This is an optimization exercise on Yosys and OpenROAD, whose aim is small area and few clock cycles per item, not a production implementation. At most, simulation tests tie the RTL to the original design; equivalence was not proved. Power is estimated from default activity; no workload was simulated.

## run 1
## ifu_top
module ifu_top (
    input  wire                 clk,
    input  wire                 rst_n,
    output wire ifu_pkg::addr_t araddr,
    output wire                 arvalid,
    input  wire                 arready,
    input  wire                 rvalid,
    input  wire ifu_pkg::word_t rdata,
    input  wire ifu_pkg::resp_t rresp,
    input  wire                 jump_flag,
    input  wire ifu_pkg::addr_t jump_addr,
    output wire                 inst_valid,
    input  wire                 inst_ready,
    output wire ifu_pkg::inst_t inst,
    output wire                 compressed,
    output wire ifu_pkg::resp_t rresp_out,
    output wire ifu_pkg::addr_t tval,
    output wire ifu_pkg::addr_t pc
);
Size in the first run: ~1,600 cells after synthesis, ~170 flip-flops, ~12,000 sq um of cells after synthesis.
clock: 5.0 ns
lec_check: 0
abc_area: 1
cap_margin: 0
core_margin: 2
core_utilization: 60
slew_margin: 0
standard.sh (not shown) runs the stock make flow with config.mk's settings and CLKGATE_MAP_FILE= SYNTH_SCRIPT=/design/flow/synth_recipe.tcl, a recipe that flattens the netlist after the stock synthesis.
==> flow/flow/run.sh <==
#!/bin/bash
# Standard ORFS layout, with the ports buffered by the smallest buffer
# instead of the delay cell buffer_ports picks by default, and a clock tree
# with fewer, larger sink clusters and no dummy loads.
set -euo pipefail
bash standard.sh \
  "BUFFER_PORTS_ARGS=-buffer_cell sky130_fd_sc_hd__buf_1" \
  "CTS_ARGS=-sink_clustering_enable -repair_clock_nets -sink_clustering_size 20 -sink_clustering_max_diameter 60 -buf_list sky130_fd_sc_hd__clkbuf_16 -dont_use_dummy_load" \
  finish > standard_flow.log 2>&1
Run 1 closes out successfully: all stages finished, all timing, DRC and antenna checks passed.
Testbench counts of run 1, summed over its fixed seeds: cycles 57,193, items 40,294.
### run 1 -> run 2
# run 1
export LEC_CHECK = 0
export ABC_AREA = 1
export CAP_MARGIN = 0
export CORE_MARGIN = 2
export CORE_UTILIZATION = 60
export SLEW_MARGIN = 0
create_clock -name core_clock -period 5.0 [get_ports {clk}]
# run 2
export LEC_CHECK = 0
export ABC_AREA = 1
export CAP_MARGIN = 20
export CORE_MARGIN = 2
export CORE_UTILIZATION = 40
export GPL_TIMING_DRIVEN = 0
export SLEW_MARGIN = 20
create_clock -name core_clock -period 5.0 [get_ports {clk}]
==> flow/flow/run.sh <==
#!/bin/bash
# Standard ORFS layout, with the ports buffered by the smallest buffer
# instead of the delay cell buffer_ports picks by default, and a clock tree
# with fewer, larger sink clusters and no dummy loads.
set -euo pipefail
bash standard.sh \
  "BUFFER_PORTS_ARGS=-buffer_cell sky130_fd_sc_hd__buf_1" \
  "CTS_ARGS=-sink_clustering_enable -repair_clock_nets -sink_clustering_size 15 -sink_clustering_max_diameter 60 -buf_list sky130_fd_sc_hd__clkbuf_8 -dont_use_dummy_load" \
  finish > standard_flow.log 2>&1
Looking at the reports, run 2 completed the entire flow and the layout it produced met the timing, DRC and antenna checks.
Period utilization: run 2 vs run 1, no meaningful difference
Number of fill cells in the layout grows by more than half when moving from run 1 to run 2.
As far as worst hold-check slack is concerned, run 2 and run 1 perform about the same.
Routed wirelength normalized by instance count, run 2 and run 1, higher one = run 2.
Run 2 vs run 1 — length of routed met2 wiring climbed by more than 10%
Run 2 reports a higher critical path depth in cells than run 1 does.
Run 1 ended up with reg -> out as its type of the worst setup path; run 2 ended up with in -> out.
Setup changes, run 2 to run 3
# run 2
export LEC_CHECK = 0
export ABC_AREA = 1
export CAP_MARGIN = 20
export CORE_MARGIN = 2
export CORE_UTILIZATION = 40
export GPL_TIMING_DRIVEN = 0
export SLEW_MARGIN = 20
create_clock -name core_clock -period 5.0 [get_ports {clk}]
# run 3
export LEC_CHECK = 0
export ABC_AREA = 1
export CAP_MARGIN = 20
export CORE_MARGIN = 2
export CORE_UTILIZATION = 60
export SLEW_MARGIN = 20
create_clock -name core_clock -period 5.0 [get_ports {clk}]
==> flow/flow/run.sh <==
#!/bin/bash
# Standard ORFS layout, with the ports buffered by the smallest buffer
# instead of the delay cell buffer_ports picks by default, and a clock tree
# with fewer, larger sink clusters and no dummy loads.
set -euo pipefail
bash standard.sh \
  "BUFFER_PORTS_ARGS=-buffer_cell sky130_fd_sc_hd__buf_1" \
  "CTS_ARGS=-sink_clustering_enable -repair_clock_nets -sink_clustering_size 20 -sink_clustering_max_diameter 60 -buf_list sky130_fd_sc_hd__clkbuf_8 -dont_use_dummy_load" \
  "REMOVE_ABC_BUFFERS=1" \
  finish > standard_flow.log 2>&1
Notes after the runs:
Relative area of clock buffers and inverters in the final design across run 3 and run 2: no real change.
Routed wire length of run 3 falls short of that of run 2 by more than 10%.
Max global routing usage on met3 across run 3 and run 2: run 3
From run 2 to run 3 the numbers moved as follows: wire length on met3 down about 3.6%; layout-stage area growth over the synthesis result moved down; clock slew seen by the registers of the worst setup and hold paths saw little to no change.
Wire length of the first global-routing pass on run 3 is ahead of run 2.
The post-route minimum period reported for run 3 is smaller than that of run 2 by 0.046 ns.
Diff run 2 -> run 3 | routed metal-1 wirelength | decrease of about 25%
Going from run 2 to run 3, HPWL reported at the end of detailed placement shrinks by 20%.
Setup changes, run 3 to run 4
# run 3
export LEC_CHECK = 0
export ABC_AREA = 1
export CAP_MARGIN = 20
export CORE_MARGIN = 2
export CORE_UTILIZATION = 60
export SLEW_MARGIN = 20
create_clock -name core_clock -period 5.0 [get_ports {clk}]
# run 4
export LEC_CHECK = 0
export CAP_MARGIN = 20
export CORE_MARGIN = 2
export CORE_UTILIZATION = 40
export SLEW_MARGIN = 20
create_clock -name core_clock -period 5.0 [get_ports {clk}]
==> flow/flow/run.sh <==
#!/bin/bash
# Standard ORFS layout, with the ports buffered by the smallest buffer
# instead of the delay cell buffer_ports picks by default, and a clock tree
# with fewer, larger sink clusters and no dummy loads.
set -euo pipefail
bash standard.sh \
  "BUFFER_PORTS_ARGS=-buffer_cell sky130_fd_sc_hd__buf_1" \
  "CTS_ARGS=-sink_clustering_enable -repair_clock_nets -sink_clustering_size 12 -sink_clustering_max_diameter 50 -buf_list sky130_fd_sc_hd__clkbuf_8 -dont_use_dummy_load" \
  finish > standard_flow.log 2>&1
Findings:
- Of the two values seen for end of the critical path, araddr[42] was produced by run 4 and tval[49] by run 3.
- Looking at final weighted congestion in routability-driven placement across run 3 and run 4, the one that comes out higher is run 3.
- Run 3 → run 4: minimum clock period after layout decreased by 0.031 ns relative to the old numbers, sequential cell count of the final layout ~0 delta, met1 usage decreased 13 points.
- Changes observed in run 4 relative to run 3: total length of routed wires higher, number of search-and-repair iterations in the first detailed-routing pass fell by 1, post-route clock period utilization went down by 0.61 points.
- Die area sits higher in run 4 than in run 3.
- What run 3 reported for number of well taps has to be multiplied by 1.5 to get the figure for run 4.
- Compared run 4 vs run 3, and global-route usage is down in run 4.

The RTL this note starts from:
==> flow/design.v <==
`default_nettype none
package ifu_pkg;
    typedef logic [63:0] addr_t;
    typedef logic [63:0] word_t;
    typedef logic [1:0]  resp_t;
    typedef logic [31:0] inst_t;
    typedef logic [15:0] half_t;
    typedef enum logic [1:0] {
        SLOT0 = 2'd0,
        SLOT1 = 2'd1,
        SLOT2 = 2'd2,
        SLOT3 = 2'd3
    } slot_e;
    localparam addr_t RESET_PC = 64'h0;
    localparam int MAX_INFLIGHT = 4;
    localparam int BUF_DEPTH = 2;
    localparam addr_t WORD_BYTES = 64'd8;
    localparam logic [1:0] FULL_OPCODE = 2'b11;
endpackage
`default_nettype wire
`timescale 1ns/1ps
`default_nettype none
module ifu_top (
    input  wire                 clk,
    input  wire                 rst_n,
    output wire ifu_pkg::addr_t araddr,
    output wire                 arvalid,
    input  wire                 arready,
    input  wire                 rvalid,
    input  wire ifu_pkg::word_t rdata,
    input  wire ifu_pkg::resp_t rresp,
    input  wire                 jump_flag,
    input  wire ifu_pkg::addr_t jump_addr,
    output wire                 inst_valid,
    input  wire                 inst_ready,
    output wire ifu_pkg::inst_t inst,
    output wire                 compressed,
    output wire ifu_pkg::resp_t rresp_out,
    output wire ifu_pkg::addr_t tval,
    output wire ifu_pkg::addr_t pc
);
    localparam int D  = ifu_pkg::BUF_DEPTH;
    localparam int PW = (D > 1) ? $clog2(D) : 1;
    localparam int CW = $clog2(D + 1);
    logic [63:1] pc_q;           
    logic [63:0] mem_d [D];
    logic [1:0]  mem_r [D];
    logic [PW-1:0] rd_ptr, wr_ptr;
    logic [CW-1:0] count;        
    logic [CW-1:0] nout;         
    logic [2:0]    drop;         
    logic [15:0] left_half;      
    logic [1:0]  left_resp;
    logic        left_valid;
    logic [63:5] pc_up;
    logic [63:3] pc_inc;
    assign pc_up  = pc_q[63:5] + 59'd1;
    assign pc_inc = {(pc_q[4:3] == 2'b11) ? pc_up : pc_q[63:5], pc_q[4:3] + 2'd1};
    logic        keep_beat;
    logic        wr;
    logic        rd;
    logic        accept;
    logic        can_req;
    logic [63:3] req_addr;
    assign keep_beat = rvalid & (drop == 3'd0);
    assign can_req   = ({1'b0, drop} + 4'(nout)) <= 4'd6;
    assign arvalid   = jump_flag ? can_req : (can_req & ((nout + count - CW'(rd)) < CW'(D)));
    logic [2:0]  k;
    logic [2:0]  ksum;
    logic [63:3] fetch_word;
    assign k    = 3'(count) + 3'(nout) + 3'(pc_q[2:1] == 2'd3 && left_valid);
    assign ksum = {1'b0, pc_q[4:3]} + k;
    assign fetch_word = {ksum[2] ? pc_up : pc_q[63:5], ksum[1:0]};
    assign req_addr  = jump_flag ? jump_addr[63:3] : fetch_word;
    assign araddr    = {req_addr, 3'b000};
    assign accept    = arvalid & arready;
    logic        have_h;
    logic [63:0] h_data;
    logic [1:0]  h_resp;
    assign have_h = (count != '0) | keep_beat;
    assign h_data = (count != '0) ? mem_d[rd_ptr] : rdata;
    assign h_resp = (count != '0) ? mem_r[rd_ptr] : rresp;
    logic [1:0]  slot;
    logic [15:0] h0, h1;
    logic        is_comp;
    logic        fire;
    logic        hs;
    logic        pop;
    logic [1:0]  o_resp;
    logic        tval_up;
    assign slot = pc_q[2:1];
    always_comb begin
        case (slot)
            2'd0: begin h0 = h_data[15:0];  h1 = h_data[31:16]; end
            2'd1: begin h0 = h_data[31:16]; h1 = h_data[47:32]; end
            2'd2: begin h0 = h_data[47:32]; h1 = h_data[63:48]; end
            default: begin
                h0 = left_valid ? left_half : h_data[63:48];
                h1 = h_data[15:0];
            end
        endcase
    end
    assign is_comp = (h0[1:0] != 2'b11);
    always_comb begin
        if (slot != 2'd3)     fire = have_h;
        else if (left_valid)  fire = ~left_32 | have_h;
        else                  fire = have_h & is_comp;
    end
    assign hs = fire & inst_ready & ~jump_flag;
    always_comb begin
        pop = 1'b0;
        if (!jump_flag) begin
            case (slot)
                2'd1:    pop = hs & ~is_comp;
                2'd2:    pop = hs;
                2'd3:    pop = ~left_valid & have_h;
                default: pop = 1'b0;
            endcase
        end
    end
    logic       at_left;
    logic       left_ok;
    logic       left_32;
    assign at_left = (slot == 2'd3) & left_valid;
    assign left_ok = (left_resp == 2'b00);
    assign left_32 = (left_half[1:0] == 2'b11);
    assign tval_up = at_left & left_32 & left_ok;
    assign o_resp  = (at_left & ~(left_32 & left_ok)) ? left_resp : h_resp;
    assign inst_valid = fire;
    assign inst       = {is_comp ? 16'h0 : h1, h0};
    assign compressed = is_comp;
    assign rresp_out  = o_resp;
    assign pc         = {pc_q, 1'b0};
    assign tval       = tval_up ? {pc_inc, 3'b000} : {pc_q, 1'b0};
    assign rd = pop & (count != '0);
    assign wr = keep_beat & ~jump_flag & ~(pop & (count == '0));
    logic        to_next;
    logic [1:0]  slot_next;
    assign to_next     = (slot == 2'd3) | ((slot == 2'd2) & ~is_comp);
    assign slot_next = slot + (is_comp ? 2'd1 : 2'd2);
    logic [63:1] pc_next;
    always_comb begin
        pc_next = pc_q;
        if (hs) begin
            pc_next[2:1]  = slot_next;
            pc_next[63:3] = to_next ? pc_inc : pc_q[63:3];
        end
    end
    always_ff @(posedge clk) begin
        if (wr) begin
            mem_d[wr_ptr] <= rdata;
            mem_r[wr_ptr] <= rresp;
        end
        if (pop) begin
            left_half <= h_data[63:48];
            left_resp <= h_resp;
        end
    end
    function automatic logic [PW-1:0] ptr_inc(input logic [PW-1:0] p);
        if (p == PW'(D - 1)) begin
            ptr_inc = '0;
        end else begin
            ptr_inc = p + PW'(1);
        end
    endfunction
    always_ff @(posedge clk or negedge rst_n) begin
        if (!rst_n) begin
            pc_q       <= '0;
            rd_ptr     <= '0;
            wr_ptr     <= '0;
            count      <= '0;
            nout       <= '0;
            drop       <= '0;
            left_valid <= 1'b0;
        end else begin
            if (jump_flag) begin
                pc_q       <= jump_addr[63:1];
                rd_ptr     <= '0;
                wr_ptr     <= '0;
                count      <= '0;
                nout       <= CW'(accept);
                drop       <= drop + 3'(nout) - 3'(rvalid);
                left_valid <= 1'b0;
            end else begin
                pc_q <= pc_next;
                if (wr) wr_ptr <= ptr_inc(wr_ptr);
                if (rd) rd_ptr <= ptr_inc(rd_ptr);
                count <= count + CW'(wr) - CW'(rd);
                nout  <= nout + CW'(accept) - CW'(keep_beat);
                if (rvalid && drop != 3'd0) drop <= drop - 3'd1;
                if (pop) left_valid <= 1'b1;
            end
        end
    end
endmodule
`default_nettype wire
Settings: LEC_CHECK=0, CAP_MARGIN=20, CORE_MARGIN=2, CORE_UTILIZATION=40, SLEW_MARGIN=20; clock period 5.0 ns.
==> flow/flow/run.sh <==
#!/bin/bash
# Standard ORFS layout, with the ports buffered by the smallest buffer
# instead of the delay cell buffer_ports picks by default.
set -euo pipefail
bash standard.sh \
  "BUFFER_PORTS_ARGS=-buffer_cell sky130_fd_sc_hd__buf_1" \
  finish > standard_flow.log 2>&1
The first run completed with no timing, DRC or antenna violations.
Next try:
- CTS_BUF_LIST: not set -> sky130_fd_sc_hd__clkbuf_4
Effect: Power drops by about 3.3%; cell area hardly moves; via count climbs by 2.4%; clock-buffer cell count climbs by 60; non-clock buffer count climbs by 1; utilization barely changes; global-route usage climbs by 0.46 points.
Function was not checked in any run of this note: the RTL went through the layout flow alone.

RTL: one of the versions met above, not the one the previous note started from.
Size in the first run: ~1,600 cells after synthesis, ~12,000 um^2 of cells after synthesis.
==> flow/config.mk <==
export PLATFORM = sky130hd
export DESIGN_NAME = ifu_top
export DESIGN_NICKNAME = ifu_top
export VERILOG_FILES = /design/flow/design.v
export SDC_FILE = /design/flow/constraint.sdc
export NUM_CORES = 4
export LEC_CHECK = 0
export ABC_AREA = 1
export CAP_MARGIN = 20
export CORE_MARGIN = 2
export CORE_UTILIZATION = 60
export SLEW_MARGIN = 20
==> flow/constraint.sdc <==
create_clock -name core_clock -period 5.0 [get_ports {clk}]
set_input_delay 1.0000 -clock core_clock [delete_from_list [all_inputs] [get_ports {clk}]]
set_output_delay 1.0000 -clock core_clock [all_outputs]
set_load 0.01 [all_outputs]
==> flow/flow/run.sh <==
#!/bin/bash
# Standard ORFS layout, with the ports buffered by the smallest buffer
# instead of the delay cell buffer_ports picks by default, and a clock tree
# of clkbuf_8 cells without dummy loads.
set -euo pipefail
bash standard.sh \
  "BUFFER_PORTS_ARGS=-buffer_cell sky130_fd_sc_hd__buf_1" \
  "CTS_ARGS=-sink_clustering_enable -repair_clock_nets -sink_clustering_size 20 -sink_clustering_max_diameter 60 -buf_list sky130_fd_sc_hd__clkbuf_8 -dont_use_dummy_load" \
  finish > standard_flow.log 2>&1
The starting point finished with timing, DRC and antenna clean.
Testbench counts at the start, summed over its fixed seeds: cycles 57,193, items 40,294.
Rerun with:
==> flow/flow/run.sh (replaced) <==
#!/bin/bash
# Standard ORFS layout, with the ports buffered by the smallest buffer
# instead of the delay cell buffer_ports picks by default, and a clock tree
# with fewer, larger sink clusters and no dummy loads.
set -euo pipefail
bash standard.sh \
  "BUFFER_PORTS_ARGS=-buffer_cell sky130_fd_sc_hd__buf_1" \
  "CTS_ARGS=-sink_clustering_enable -repair_clock_nets -sink_clustering_size 15 -sink_clustering_max_diameter 60 -buf_list sky130_fd_sc_hd__clkbuf_8 -dont_use_dummy_load" \
  finish > standard_flow.log 2>&1
- ABC_AREA: 1 -> unset
- CORE_UTILIZATION: 60 -> 40
After rerunning: Cell area grows by a few percent. Maximum frequency came out higher slightly. First-iteration DRC count shrinks by about a fifth. Total power falls by a quarter to a third. Wire length fell slightly. Worst setup slack improved by 0.094 ns. Via count went down by roughly a tenth. Hold slack improved by 0.056 ns. Sequential power fell by a few percent.
Rerun with:
==> flow/flow/run.sh (replaced) <==
#!/bin/bash
# Standard ORFS layout, with the ports buffered by the smallest buffer
# instead of the delay cell buffer_ports picks by default, and a clock tree
# with fewer, larger sink clusters and no dummy loads.
set -euo pipefail
bash standard.sh \
  "BUFFER_PORTS_ARGS=-buffer_cell sky130_fd_sc_hd__buf_1" \
  "CTS_ARGS=-sink_clustering_enable -repair_clock_nets -sink_clustering_size 20 -sink_clustering_max_diameter 60 -buf_list sky130_fd_sc_hd__clkbuf_8 -dont_use_dummy_load" \
  finish > standard_flow.log 2>&1
- ABC_AREA: unset -> 1
- CORE_UTILIZATION: 40 -> 60
Effect:
- non-clock buffer count came out lower by 3
- final cell count went up by roughly a tenth
- count of clock-buffer cells in the layout is unchanged
- design area falls by a few percent
- total power came out higher by a quarter to a third
Rerun with:
==> flow/flow/run.sh (replaced) <==
#!/bin/bash
# Standard ORFS layout, with the ports buffered by the smallest buffer
# instead of the delay cell buffer_ports picks by default, and a clock tree
# with fewer, larger sink clusters and no dummy loads.
set -euo pipefail
bash standard.sh \
  "BUFFER_PORTS_ARGS=-buffer_cell sky130_fd_sc_hd__buf_1" \
  "CTS_ARGS=-sink_clustering_enable -repair_clock_nets -sink_clustering_size 20 -sink_clustering_max_diameter 60 -buf_list sky130_fd_sc_hd__clkbuf_16 -dont_use_dummy_load" \
  "RECOVER_POWER=100" \
  finish > standard_flow.log 2>&1
The changed run produced a layout that fails on capacitance limit, slew limit.
Clock power rises by 42%.
Core utilization climbs by 0.63 points.
Clock skew went down by 0.0093 ns.
Maximum frequency barely changes.
Synthesized cell count stays the same.
Final cell count is about the same.
Total power increases by 4.9%.
Global-route usage hardly moves.
Flip-flop and latch count does not change.
Critical path depth is higher by 1.
Design area increases by 0.88%.
Rerun with:
--- a/flow/flow/run.sh
+++ b/flow/flow/run.sh
@@ -7,4 +7,3 @@
   "BUFFER_PORTS_ARGS=-buffer_cell sky130_fd_sc_hd__buf_1" \
   "CTS_ARGS=-sink_clustering_enable -repair_clock_nets -sink_clustering_size 20 -sink_clustering_max_diameter 60 -buf_list sky130_fd_sc_hd__clkbuf_16 -dont_use_dummy_load" \
-  "RECOVER_POWER=100" \
   finish > standard_flow.log 2>&1
What happened:
- The new run went through all stages and came out clean
- cell area is about the same
- area after synthesis stays the same
- combinational power stays flat
- clock-buffer cell count is unchanged
- setup slack is about the same
- global-route usage stays the same
- non-clock buffer count stays the same
- wire length hardly moves
- die area does not change
- clock skew hardly moves
- clock power stays flat

==> port drivers added, routing unchanged <==
In the flow no input, the clock included, has a driving cell. The finished layouts below were timed again as built, in two steps. Step 1, drivers: a clkbuf_16 drives clk and a buf_2 each remaining input, both assumed. Step 2, shift: input delay + t, output delay - t, t = (earliest + latest rising clock arrival at the registers) / 2. This alone moves slack from input paths to output paths. Slacks: ideal ports / drivers / drivers and shift; pairs: ideal ports / drivers.
| run | shift t [ns] | slack for setup (ns) | clock arrival spread, ns |
|---|---|---|---|
| run 1 | 0.480 | 0.096 / 0.045 / 0.067 | 0.025 / 0.025 |
| run 2 | 0.532 | 0.099 / 0.071 / -0.165 | 0.049 / 0.049 |
| run 3 | 0.499 | 0.145 / 0.126 / 0.126 | 0.047 / 0.047 |
| run 4 | 0.524 | 0.176 / 0.129 / -0.104 | 0.045 / 0.045 |
| the first run of note 2 | 0.589 | 0.217 / 0.171 / 0.489 | 0.011 / 0.011 |
| the second run of note 2 | 0.710 | 0.244 / 0.205 / 0.536 | 0.067 / 0.067 |
| the first run of note 3 | 0.519 | 0.082 / 0.035 / 0.066 | 0.035 / 0.034 |
| the second run of note 3 | 0.524 | 0.176 / 0.129 / -0.104 | 0.045 / 0.045 |
| the third run of note 3 | 0.519 | 0.082 / 0.035 / 0.066 | 0.035 / 0.034 |
| the fourth run of note 3 | 0.480 | 0.095 / 0.044 / 0.068 | 0.026 / 0.025 |
| the fifth run of note 3 | 0.480 | 0.096 / 0.045 / 0.067 | 0.025 / 0.025 |
Met with ideal ports but missed after step 2: setup timing in run 2, run 4 and the second run of note 3.
